From an optimization exercise on the open Yosys and OpenROAD flow, aimed at small area, a short achievable clock period and few clock cycles per item; shortcuts taken in it are not production practice.
In this exercise RTL edits were held to simulation tests only and were not proved equivalent to the original.
No activity file was given, so power comes from the tool's default toggle rates.

==> flow/design.v (outline; a module is shown in full before it is edited, if it fits) <==
// module ghash_tag_engine: 176 lines
// module gf_s1: 12942 lines
// module gf_s2: 1940 lines
module ghash_tag_engine (
  input  logic         clk,
  input  logic         rst,
  input  logic [127:0] h_key,
  input  logic         h_load,
  input  logic [127:0] ek_y0,
  input  logic         ek_load,
  input  logic         start,
  input  logic         blk_valid,
  output logic         blk_ready,
  input  logic [127:0] blk_data,
  input  logic [4:0]   blk_bytes,
  input  logic         blk_type,
  input  logic         blk_last,
  output logic [127:0] tag,
  output logic [127:0] ghash_out,
  output logic         tag_valid,
  input  logic         tag_ready,
  output logic         busy,
  output logic         err
);
  // ...
==> flow/run.sh <==
#!/bin/bash
# synth_recipe.tcl (not shown) runs the flow's synth.tcl, then flattens the netlist and writes it again
# the make line also repeats each setting of config.mk as NAME=value (left out here)
make -C /OpenROAD-flow-scripts/flow DESIGN_CONFIG=/design/flow/config.mk WORK_HOME=/design/flow/orfs CLKGATE_MAP_FILE= SYNTH_SCRIPT=/design/flow/synth_recipe.tcl finish
==> flow/config.mk <==
export PLATFORM = sky130hd
export DESIGN_NAME = ghash_tag_engine
export DESIGN_NICKNAME = ghash_tag_engine
export VERILOG_FILES = /design/flow/design.v
export SDC_FILE = /design/flow/constraint.sdc
export NUM_CORES = 4
export LEC_CHECK = 0
export CAP_MARGIN = 20
export CORE_MARGIN = 2
export CORE_UTILIZATION = 33
export CTS_CLUSTER_DIAMETER = 100
export CTS_CLUSTER_SIZE = 20
export SETUP_SLACK_MARGIN = 4.5
export SLEW_MARGIN = 20
==> flow/constraint.sdc <==
create_clock -name core_clock -period 8.0 [get_ports {clk}]
set_input_delay 1.6000 -clock core_clock [delete_from_list [all_inputs] [get_ports {clk}]]
set_output_delay 1.6000 -clock core_clock [all_outputs]
set_load 0.01 [all_outputs]
==> summary.md, run 1 <==
| Metric | Value |
|---|---|
| Largest register FFs | 717 |
| Reg-to-reg setup timing slack | 4.25 ns |
| Placed cell areas | 0.155 mm^2 |
| Chip height | 650 um |
| Xor and xnor area share after synthesis | 0.559 |
| Met1 usage | 0.469 |
| Wire length per cell | 33.9 um |
| Register-to-Register Path Depth | 8 |
| Critical path's largest stage delay | 0.87 ns |
| Clk. pwr | 6.73 mW |
| Worst setup startpoint | q[238] |
| Top FF cell, synth | dfxtp_1 |
| Cell mode on critical path | xnor2_1 |
| Post-Synth Adder-Cell Area | 0.000182 |
| Reg area | 0.0304 mm^2 |
| Final setup margin | 4.25 ns |
| Ys async rst share | 0 |
| Worst Hold Depth | 2 |
| GR peak layer | met2 |
| CP Class | register to register |
| Post-synthesis mux area share | 0.00218 |
| RR Endpoint | o[74] |
| CTS H-tree depth | 3 |
| Maximum clock path buffer count | 4 |
| Power per Cell Area | 376 mW/mm^2 |
| Post-Synth Simple-Gate Area | 0.177 |
| Status | complete, no violations |
| Post-Syn Nets | 18000 |
Testbench counts, summed over its fixed seeds: cycles 2,597, items 1,821.
==> run 2, diff against run 1 <==
--- a/flow/config.mk
+++ b/flow/config.mk
@@ -12,3 +12,3 @@
 export CTS_CLUSTER_SIZE = 20
-export SETUP_SLACK_MARGIN = 4.5
+export SETUP_SLACK_MARGIN = 4.2
 export SLEW_MARGIN = 20
==> run 2 against run 1 <==
Via count is 1.1% lower. Wire length is 1.2% higher. Utilization is 1.0 points lower. Highest routed layer unchanged. Worst setup slack worse by 0.20 ns. Clock power is 3.1% lower. Critical endpoint is now o[97]. Register-to-register slack worse by 0.20 ns. Fmax is 5.1% lower. Final cell count is 0.87% lower.
==> summary.md, run 2 <==
| Metric | Value |
|---|---|
| Crit path launch type | register |
| CTS H-tree depth | 3 (unchanged) |
| List of most frequent post-synthesis cells | xnor2_1 (6703), nor2_1 (4261), nand2_1 (1828) |
| Switching share of total power | 0.594 |
| Crit Path Max Fanout | 3 |
| Global-route wire length before repair | 1100000 um |
| Most frequent cells in the layout | xnor2_1 (6567), nor2_1 (4256), nand2_1 (1828) |
| Critical Path End Type | register |
| HP Class | register to register |
| Global placer's final weighted congestion | 1.07 |
| CP Class | register to register |
| Warning count from the yosys run | 1 |
| Most frequent cell after synthesis | xnor2_1 |
| VDD IR max | 391 uV |
| Pre-antenna DRT Iters | 6 |
| Synth Instances | 17600 |
| WL final | 840000 um |
| Fin Setup TNS | 0 ns |
| Final Skew | 0.105 ns |
| Cell count after placement | 23800 |
| Post-Syn Nets | 18000 (unchanged) |
| Placed cell areas | 0.155 mm^2 (+0.10%) |
| Most common cell after layout, fill and taps aside | xnor2_1 |
| RSZ-0062 raised after global routing | true |
| Vias in the first global route | 118000 |
| Post-Syn Area | 0.138 mm^2 |
| Leak | 57.5 nW |
| Max Cap Violations | 0 |
| Mean Syn Cell Area | 7.85 um^2 |
| Total gr overflow | 0 |
| Root buffer cell | clkbuf_16 |
| Worst path arrival time | 4.84 ns |
| Wire length per cell | 34.6 um (+2.1%) |
| Slew Viols, Final | 0 |
| Clk sink count | 1367 |
| P&R area growth vs syn | 18.9% |
| Synth cell types | 42 |
| Comb pwr share | 0.739 |
| Area contributors post-synth | xnor2_1 (43%), dfxtp_1 (16%), nor2_1 (12%) |
| Post-route minimum period | 3.95 ns |
| Largest register FFs | 717 (unchanged) |
| Core Util, Final | 0.394 |
| Slew headroom | 0.0871 |
| Synth area leader | xnor2_1 |
| Final Hold Vio Count | 0 |
| Clock Power Share | 0.109 |
| Finished Cell Area | 0.164 mm^2 |
| Tcrit/Tclk final | 0.493 |
| Die width | 650 um |
| Layout cells sized above 1 | 0.101 |
| Max Freq | 0.253 GHz |
| Largest Register | q |
| Register area share after synthesis | 0.217 |
| Non-filler instance count after layout | 24300 |
| Antenna violations before repair | 62 |
| Final setup viols | 0 |
| I/O pin count | 658 |
| Nets | 19100 |
| Switching Power | 35.6 mW |
| Crit path required time | 8.89 ns |
| Fillcell total | 42900 |
| Vias | 128000 |
| Synthesized flop and latch total | 1367 |
| DR iter-0 viols | 18200 |
| Top-area cell type share of the netlist area | 0.426 |
| Die area | 0.423 mm^2 |
| Clk pin slew, worst setup/hold paths | 0.09 ns |
| Post-synth EDFFs | 255 |
| Part of the power in registers | 0.152 |
| Pin count of the biggest net entering global routing | 97 |
| Port bufs | 657 |
| Antenna-violating nets left | 0 |
| Top FF cell, synth | dfxtp_1 |
| Starting Density | 0.331 |
| Worst setup startpoint | q[247] |
| Actual slew at the worst max-slew pin | 1.37 ns |
| DP HPWL | 645000 um |
| Power per Cell Area | 365 mW/mm^2 (-2.9%) |
| Maximum clock path buffer count | 4 (unchanged) |
| Core Box Area | 0.416 mm^2 |
| Number of remaining DRC errors | 0 |
| Chip height | 650 um (unchanged) |
| CTS tree | built |
| Site Rows | 237 |
| Worst-skew pair later-pin latency | 0.99 ns |
| Launching point of the worst reg2reg path | q[247] |
| Via density | 5.27 |
| Status | complete, no violations |
| Internal power | 24.3 mW |
| Ys async rst share | 0 (unchanged) |
| Hold_sp | ck |
| Number of buffers created by CTS | 115 |
| Total global-route track usage | 0.382 |
==> run 2: cell counts after synthesis <==
Identical to the previous run, type by type.
==> run 2: area by class of cell <==
type,instances,area [um^2],share of cell area
Timing Repair Buffer,1781,16800,0.103
Clock inverter,64,893,0.00545
Sequential cell,1367,30300,0.185
Tap cell,5497,6880,0.0420
Clock buffer,138,3040,0.0185
Multi-Input combinational cell,15300,106000,0.645
Antenna cell,30,75.1,0.000458
Inverter,44,166,0.00102
==> run 2: worst max-delay path: stages, from the launching register on <==
cell and delay, ns:
dfxtp_1 0.39, xor2_1 0.94, xnor2_1 0.20, xnor2_1 0.72
xnor2_1 0.17, xnor2_1 0.76, xnor2_1 0.27, xnor2_1 0.31
xnor2_1 0.14
==> run 2: metrics by stage <==
stage                     worst slack, ns  power (mW)  hold WS, ns
after global placement               1.99        49.0        0.442
after CTS                            4.17        58.0        0.445
after detailed placement             2.01        48.8        0.434
final                                4.05        59.9        0.446
after floorplan                      4.04        29.2        0.413
after global routing                 4.03        60.3        0.458
==> run 2: cell families after synthesis <==
group | after synthesis | synth area share
simple gates | 6358 | 0.177
buf+inv | 857 | 0.0280
mux | 27 | 0.00218
xor+xnor | 8540 | 0.559
flops | 1367 | 0.217
fa+ha+maj | 2 | 0.000182
compound gates | 413 | 0.0157
==> run 2: worst paths after layout <==
| kind | to | slack (ns) | cells after the start |
|---|---|---|---|
| setup / recovery | o[97] | 4.05 | 8 |
| hold / removal | fz | 0.45 | 1 |
| setup reg to reg | o[97] | 4.05 | 8 |
| hold reg to reg | fz | 0.45 | 1 |
==> run 2: metal layers <==
layer / part of all wire / global-route usage
met4: 0.093 / 0.288
met1: 0.39 / 0.490
met5: 0.00022 / 0
met2: 0.40 / 0.544
met3: 0.11 / 0.101
==> run 2: power by group through the flow <==
stage                     Clock, mW  Sequential [mW]  Combinational [mW]
after global routing           6.75             9.09                44.5
after global placement            0             9.28                39.7
after floorplan                   0             8.43                20.8
after detailed placement          0             9.28                39.5
after CTS                      6.57             9.04                42.4
final                          6.52             9.12                44.3
==> run 2: timing repair <==
action / 4_1_cts / 5_1_grt
cloned: 4 / 1
gates resized for setup: 718 / 62
pin swaps: 4 / 1
buffers inserted: 261 / 0
hold buffers: 0 / 0
setup endpoints to repair: 592 / 160
==> run 3, diff against run 2 <==
--- a/flow/config.mk
+++ b/flow/config.mk
@@ -9,6 +9,6 @@
 export CORE_MARGIN = 2
-export CORE_UTILIZATION = 33
+export CORE_UTILIZATION = 27
 export CTS_CLUSTER_DIAMETER = 100
 export CTS_CLUSTER_SIZE = 20
-export SETUP_SLACK_MARGIN = 4.2
+export SETUP_SLACK_MARGIN = 4.5
 export SLEW_MARGIN = 20
==> run 3 against run 2 <==
Register-to-register slack gained 0.24 ns. Worst setup slack gained 0.24 ns. Wire length grew 1.9%. Via count grew 1.6%. Clock power grew 2%. Total power grew 4.4%. Critical endpoint is now o[100]. Largest cell class unchanged. Highest routed layer unchanged.
==> summary.md, run 3 <==
| Metric | Value |
|---|---|
| RSZ-0062 raised after global routing | true |
| Chip height | 718 um (+10%) |
| Cell mode on critical path | xnor2_1 |
| Maximum clock path buffer count | 4 (unchanged) |
| Pin count of the biggest net entering global routing | 114 (+18%) |
| Top FF cell, synth | dfxtp_1 |
| Reg-to-reg setup timing slack | 4.29 ns (+0.24 ns) |
| Crit path launch type | register |
| P&R area growth vs syn | 23.3% |
| Ys async rst share | 0 (unchanged) |
| Starting Density | 0.271 (-0.0601) |
| Synthesized flop and latch total | 1367 (unchanged) |
| Crit Path Max Fanout | 3 (unchanged) |
| Layout cells sized above 1 | 0.135 (+0.0338) |
| Non-filler instance count after layout | 25700 (+5.8%) |
| Clk pin slew, worst setup/hold paths | 0.10 ns (about the same) |
| Worst-path cell chain | xnor2_1 > xor2_1 > xnor2_1 > xnor2_1 > xnor2_2 > xor2_1 > xnor2_1 > xnor2_1 |
| Core Box Area | 0.509 mm^2 (+22%) |
| Final Hold Vio Count | 0 (unchanged) |
| Slowest CP cell | xnor2_1 |
| Slew Viols, Final | 0 (unchanged) |
| Die area | 0.516 mm^2 (+22%) |
| Max Cap Violations | 0 (unchanged) |
| CP delay by family, top | XOR/XNOR gates |
| Critical Path End Type | register |
| Synth cell types | 42 (unchanged) |
| RR Endpoint | o[100] |
| Vias | 130000 (+1.6%) |
| Final Power | 62.6 mW (+4.4%) |
| Post-synth EDFFs | 255 (unchanged) |
| Worst path arrival time | 4.64 ns (-0.20 ns) |
| Slew headroom | 0.149 (+0.0621) |
| Pre-antenna DRT Iters | 8 (+2) |
| Hold_sp | wl |
| Vias in the first global route | 120000 (+1.5%) |
| Max Freq | 0.270 GHz (+6.5%) |
| Clk sink count | 1367 (unchanged) |
| Nets | 19200 (+0.80%) |
| Register area share after synthesis | 0.217 (unchanged) |
| Site Rows | 262 (+11%) |
| Leak | 59.8 nW (+4.0%) |
| Post-Syn Nets | 18000 (unchanged) |
| Register-to-Register Path Depth | 8 (unchanged) |
| Post-Syn Area | 0.138 mm^2 (unchanged) |
| Global-route wire length before repair | 1110000 um (+1.5%) |
| Worst-skew pair later-pin latency | 1.03 ns (+0.04 ns) |
| WL final | 855000 um (+1.9%) |
| End of the worst hold path | wz |
| Total global-route track usage | 0.316 (-0.0653) |
| Most common cell after layout, fill and taps aside | xnor2_1 |
| VDD IR max | 574 uV (+46%) |
| List of most frequent post-synthesis cells | xnor2_1 (6703), nor2_1 (4261), nand2_1 (1828) |
| I/O pin count | 658 (unchanged) |
| Antenna violations before repair | 108 (+74%) |
| Antenna-violating nets left | 0 (unchanged) |
| Actual slew at the worst max-slew pin | 1.27 ns (-0.100 ns) |
| HP Class | register to register |
| Largest register FFs | 717 (unchanged) |
| DR iter-0 viols | 19300 (+6.0%) |
| Total gr overflow | 0 (unchanged) |
| Crit path required time | 8.93 ns (+0.04 ns) |
| CTS H-tree depth | 3 (unchanged) |
| Tcrit/Tclk final | 0.463 (-0.0300) |
| Most frequent cells in the layout | xnor2_1 (6308), nor2_1 (4250), nand2_1 (1828) |
| CP Class | register to register |
| Final setup viols | 0 (unchanged) |
| Most frequent cell after synthesis | xnor2_1 |
| Wire length per cell | 33.3 um (-3.7%) |
| DP HPWL | 658000 um (+1.9%) |
| Worst Hold Depth | 2 (+1) |
| Launching point of the worst reg2reg path | q[495] |
| Fin Setup TNS | 0 ns (unchanged) |
| Number of remaining DRC errors | 0 (unchanged) |
| Status | complete, no violations |
| Post-route minimum period | 3.71 ns (-0.240 ns) |
| Largest Register | q |
| Synth area leader | xnor2_1 |
| Warning count from the yosys run | 1 (unchanged) |
| Cell count after placement | 25000 (+5.3%) |
| Die width | 718 um (+10%) |
| Critical path's largest stage delay | 1.00 ns (+0.06 ns) |
| Global placer's final weighted congestion | 1.08 (+1.3%) |
| Port bufs | 657 (unchanged) |
| Power per Cell Area | 368 mW/mm^2 (+0.75%) |
| CTS tree | built |
| Root buffer cell | clkbuf_16 |
| Synth Instances | 17600 (unchanged) |
| Worst path bufs/invs | 0 (unchanged) |
| Area contributors post-synth | xnor2_1 (43%), dfxtp_1 (16%), nor2_1 (12%) |
| Top-area cell type share of the netlist area | 0.426 (unchanged) |
| Via density | 5.06 (-4.0%) |
| Final Skew | 0.134 ns (+0.0282 ns) |
| Mean Syn Cell Area | 7.85 um^2 (unchanged) |
| Number of buffers created by CTS | 118 (+2.6%) |
[run 3: cell counts after synthesis]
No cell type changed its count.
[run 3: cell families after synthesis]
family / Yosys count / synth area share
multiplexers: 27 / 0.00218
XOR/XNOR: 8540 / 0.559
flip-flops: 1367 / 0.217
adder cells (fa/ha/maj): 2 / 0.000182
buffers and inverters: 857 / 0.0280
AO/OA/AOI/OAI: 413 / 0.0157
AND/OR/NAND/NOR: 6358 / 0.177
[run 3: per-stage QoR]
step	worst slack (ns)	hold slack (ns)	instance area [um^2]	utilization
floorplan	4.04	0.413	138000	-
global placement	2.32	0.444	157000	0.308
detailed placement	2.35	0.446	157000	0.308
CTS	4.24	0.462	168000	0.330
global route	4.39	0.482	170000	0.334
finish	4.29	0.459	170000	0.334
[run 3: where the power goes]
group,internal (mW),switching (mW),total [mW],leakage (nW)
clock network,3.01,3.64,6.65,1.95
registers,7.94,1.17,9.11,11.5
logic,15.1,31.7,46.8,46.3
[run 3: routing by layer]
metal  vias to the layer above  part of all wire  global-route usage  wire length, um
met2                      8933              0.39               0.440           334000
met1                     63300              0.39               0.406           336000
met5                         -           0.00072                   0              615
met3                      2005              0.13               0.108           109000
met4                        44             0.088               0.220            74900
li1                      55700                 -                   -                -
[run 3: layout make-up]
type / count / area (um^2)
diodes: 35 / 87.6
fillers: 53600 / 339000
repair buffers: 1930 / 18000
multi-input cells: 15300 / 109000
well taps: 6732 / 8420
clock inverters: 69 / 911
inverters: 44 / 166
flip-flops and latches: 1367 / 30400
clock buffers: 142 / 3120
[run 3: how the worst max path moves through the flow]
stage,end,cells past startpoint,start
after floorplan,aad_blk[0],8,blk_bytes[1]
after global placement,hb[126],10,blk_bytes[4]
after detailed placement,hb[126],10,blk_bytes[4]
after CTS,tag[108],3,o[108]
after global routing,tag[37],4,o[37]
final,o[100],8,q[495]
[run 3: timing repair]
action,4_1_cts,5_1_grt
gates resized for setup,1559,217
cloned,3,4
buffers inserted,348,45
pin swaps,18,24
setup endpoints to repair,774,418
hold buffers,0,0
[run 3: tightest hold or removal path, stage by stage, from the launching register on]
cell and delay [ns]:
dfxtp_1 0.34, nand2_1 0.09, nor3_1 0.05
==> run 4, diff against run 3 <==
--- a/flow/config.mk
+++ b/flow/config.mk
@@ -9,3 +9,3 @@
 export CORE_MARGIN = 2
-export CORE_UTILIZATION = 27
+export CORE_UTILIZATION = 30
 export CTS_CLUSTER_DIAMETER = 100
==> run 4 against run 3 <==
Global-route usage rose by 3.3 points. Flip-flop and latch count is the same. Die area shrank 9.9%. Final cell count fell by 2.2%.
==> summary.md, run 4 <==
| Metric | Value |
|---|---|
| Register area share after synthesis | 0.217 (unchanged) |
| RR Endpoint | o[126] |
| P&R area growth vs syn | 22.8% |
| Vias in the first global route | 117000 (-1.9%) |
| Hold-fix buffers, CTS | 0 (unchanged) |
| Fillcell total | 47400 (-11%) |
| Core Box Area | 0.457 mm^2 (-10%) |
| List of most frequent post-synthesis cells | xnor2_1 (6703), nor2_1 (4261), nand2_1 (1828) |
| Global placer's final weighted congestion | 1.08 (+0.27%) |
| Actual slew at the worst max-slew pin | 1.28 ns (+0.00965 ns) |
| Tcrit/Tclk final | 0.467 (+0.00398) |
| Most frequent cells in the layout | xnor2_1 (6338), nor2_1 (4253), nand2_1 (1828) |
| Wire length per cell | 33.7 um (+1.0%) |
| Top-area cell type share of the netlist area | 0.426 (unchanged) |
| Final setup viols | 0 (unchanged) |
| Via density | 5.12 (+1.0%) |
| Die area | 0.465 mm^2 (-9.9%) |
| Area contributors post-synth | xnor2_1 (43%), dfxtp_1 (16%), nor2_1 (12%) |
| Worst path bufs/invs | 0 (unchanged) |
| Largest Register | q |
| Max Freq | 0.267 GHz (-0.85%) |
| Warning count from the yosys run | 1 (unchanged) |
| Worst-path cell chain | xor2_1 > xnor2_1 > xnor2_2 > xnor2_1 > xnor2_1 > xnor2_1 > xnor2_1 |
| Synth cell types | 42 (unchanged) |
| Vias | 128000 (-1.2%) |
| CP Class | register to register |
| Clk sink count | 1367 (unchanged) |
| Launching point of the worst reg2reg path | q[314] |
| Final Skew | 0.106 ns (-0.0275 ns) |
| End of the worst hold path | ek[30] |
| Most frequent cell after synthesis | xnor2_1 |
| Starting Density | 0.302 (+0.0308) |
| Number of remaining DRC errors | 0 (unchanged) |
| Antenna violations before repair | 73 (-32%) |
| CP delay by family, top | XOR/XNOR gates |
| Slowest CP cell | dfxtp_1 |
| DP HPWL | 649000 um (-1.3%) |
| Largest register FFs | 717 (unchanged) |
| I/O pin count | 658 (unchanged) |
| Top FF cell, synth | dfxtp_1 |
| CTS tree | built |
| Post-route minimum period | 3.74 ns (+0.0319 ns) |
| Synth area leader | xnor2_1 |
| Die width | 682 um (-5.1%) |
| Power per Cell Area | 372 mW/mm^2 (+0.91%) |
| Critical path's largest stage delay | 0.79 ns (-0.21 ns) |
| Clk pin slew, worst setup/hold paths | 0.08 ns (-0.02 ns) |
| Total gr overflow | 0 (unchanged) |
| Slew headroom | 0.145 (-0.00455) |
| Global-route wire length before repair | 1100000 um (-1.3%) |
| Leak | 59.9 nW (+0.15%) |
| VDD IR max | 376 uV (-34%) |
| Reg-to-reg setup timing slack | 4.26 ns (-0.03 ns) |
| Pre-antenna DRT Iters | 5 (-3) |
| HP Class | register to register |
| Pin count of the biggest net entering global routing | 104 (-8.8%) |
| Site Rows | 248 (-5.3%) |
| Antenna-violating nets left | 0 (unchanged) |
| CTS H-tree depth | 3 (unchanged) |
| Post-Syn Area | 0.138 mm^2 (unchanged) |
| RSZ-0062 raised after global routing | true |
| Cell mode on critical path | xnor2_1 |
| Post-Syn Nets | 18000 (unchanged) |
| Chip height | 682 um (-5.1%) |
| Worst-skew pair later-pin latency | 1.00 ns (-0.03 ns) |
| Core Util, Final | 0.370 (+0.0365) |
| Worst Hold Depth | 2 (unchanged) |
| Most common cell after layout, fill and taps aside | xnor2_1 |
| Number of buffers created by CTS | 118 (unchanged) |
| Synthesized flop and latch total | 1367 (unchanged) |
| Status | complete, no violations |
| Nets | 19200 (+0.052%) |
| Maximum clock path buffer count | 4 (unchanged) |
| Final Hold Vio Count | 0 (unchanged) |
| Hold_sp | ek[30] |
| Crit path required time | 8.79 ns (-0.14 ns) |
| Max Cap Violations | 0 (unchanged) |
| Crit Path Max Fanout | 5 (+2) |
| Mean Syn Cell Area | 7.85 um^2 (unchanged) |
| Crit path launch type | register |
| Ys async rst share | 0 (unchanged) |
| Layout cells sized above 1 | 0.134 (-0.00147) |
| Register-to-Register Path Depth | 7 (-1) |
| Slew Viols, Final | 0 (unchanged) |
| Fin Setup TNS | 0 ns (unchanged) |
| Total global-route track usage | 0.350 (+0.0332) |
| Worst path arrival time | 4.53 ns (-0.11 ns) |
| Critical Path End Type | register |
| Root buffer cell | clkbuf_16 |
| Synth Instances | 17600 (unchanged) |
| Post-synth EDFFs | 255 (unchanged) |
| DR iter-0 viols | 18200 (-5.7%) |
| WL final | 845000 um (-1.2%) |
| Port bufs | 657 (unchanged) |
run 4: worst max-delay path by stage:
stage                            start            to  slack [ns]  cells after the start
after floorplan           blk_bytes[1]    aad_blk[0]        4.04                      8
after global placement    blk_bytes[3]  data_blk[45]        1.90                      9
after detailed placement  blk_bytes[3]  data_blk[45]        1.91                      9
after CTS                        o[10]       tag[10]        4.35                      4
after global routing             o[70]       tag[70]        4.42                      4
final                           q[314]        o[126]        4.26                      7
run 4: worst min-delay path: stages (launching register included):
cell,delay [ns]
dfxtp_1,0.32
nand2_1,0.05
a21oi_1,0.05
run 4: final cells by class:
| class | instances | area, um^2 | share of cell area |
|---|---|---|---|
| Multi-Input combinational cell | 15300 | 108000 | 0.641 |
| Sequential cell | 1367 | 30500 | 0.180 |
| Timing Repair Buffer | 1937 | 18100 | 0.107 |
| Tap cell | 6125 | 7660 | 0.0453 |
| Clock buffer | 144 | 3100 | 0.0183 |
| Clock inverter | 70 | 1070 | 0.00635 |
| Inverter | 44 | 166 | 0.000984 |
| Antenna cell | 61 | 153 | 0.000902 |
run 4: layer usage:
metal  routed length [um]  share of wire  GRT usage
met2               342000           0.41      0.502
met5                  151        0.00018          0
met1               333000           0.39      0.454
met4                75400          0.089      0.253
met3                93300           0.11     0.0839
run 4: what timing repair did:
| item | in CTS | in global routing |
|---|---|---|
| setup endpoints to repair | 770 | 349 |
| hold endpoints to repair | 0 | 0 |
| resized for setup | 1601 | 159 |
| gates cloned | 6 | 3 |
| setup buffers | 387 | 31 |
| pin swaps | 14 | 15 |
run 4: cell families after synthesis:
logic type                 synth area share
xor gates and xnor gates              0.559
and+or+nand+nor                       0.177
DFF                                   0.217
buffers and inverters                0.0280
AOI/OAI and AO/OA                    0.0157
muxes                               0.00218
adders and majority gates          0.000182
run 4: metrics by stage:
| stage | hold slack [ns] | setup WS, ns | instance area (um^2) | total power, mW | instances |
|---|---|---|---|---|---|
| floorplan | 0.413 | 4.04 | 138000 | 29.2 | 17600 |
| global placement | 0.437 | 1.90 | 156000 | 49.7 | 24400 |
| detailed placement | 0.445 | 1.91 | 156000 | 49.3 | 24400 |
| CTS | 0.468 | 4.35 | 168000 | 60.3 | 25000 |
| global route | 0.484 | 4.42 | 169000 | 63.4 | 25100 |
| finish | 0.468 | 4.26 | 169000 | 62.9 | 25100 |
run 4: report_power, final:
part           internal, mW  total [mW]  switching, mW
combinational          15.2        47.0           31.8
clock                  3.15        6.78           3.62
sequential             7.93        9.05           1.12
total                  26.3        62.9           36.6

-- static timing again, ports no longer ideal --
No port has a modelled driver above. Below, the same layouts with a new extraction and two added sets of constraints.
Step 1: set_driving_cell puts a clkbuf_16 on clk and a buf_2 on each other input, an assumption about the parent block.
Step 2 also shifts input and output timing later by t, the mid clock arrival at the registers, as if the neighbouring blocks saw the same clock.
a / b / c = no drivers / after step 1 / after step 2; a / b = the first two.
run | t, ns | slack for setup (ns) | worst setup path at the end | slew at the worst register clock pin (ns) | worst slew at a driven data input, ns
run 1 | 1.083 | 4.254 / 4.240 / 3.406 | input to register | 0.10 / 0.10 | 0.29
run 2 | 1.054 | 4.053 / 4.053 / 3.073 | input to register | 0.10 / 0.10 | 0.27
run 3 | 1.076 | 4.293 / 4.293 / 3.441 | input to register | 0.11 / 0.11 | 0.26
run 4 | 1.070 | 4.261 / 4.261 / 3.427 | input to register | 0.10 / 0.10 | 0.32
After both steps every run listed still meets setup and hold. The setup slack of run 2, which loses most, moves by 0.000 ns with the drivers and by -0.980 ns with both steps.
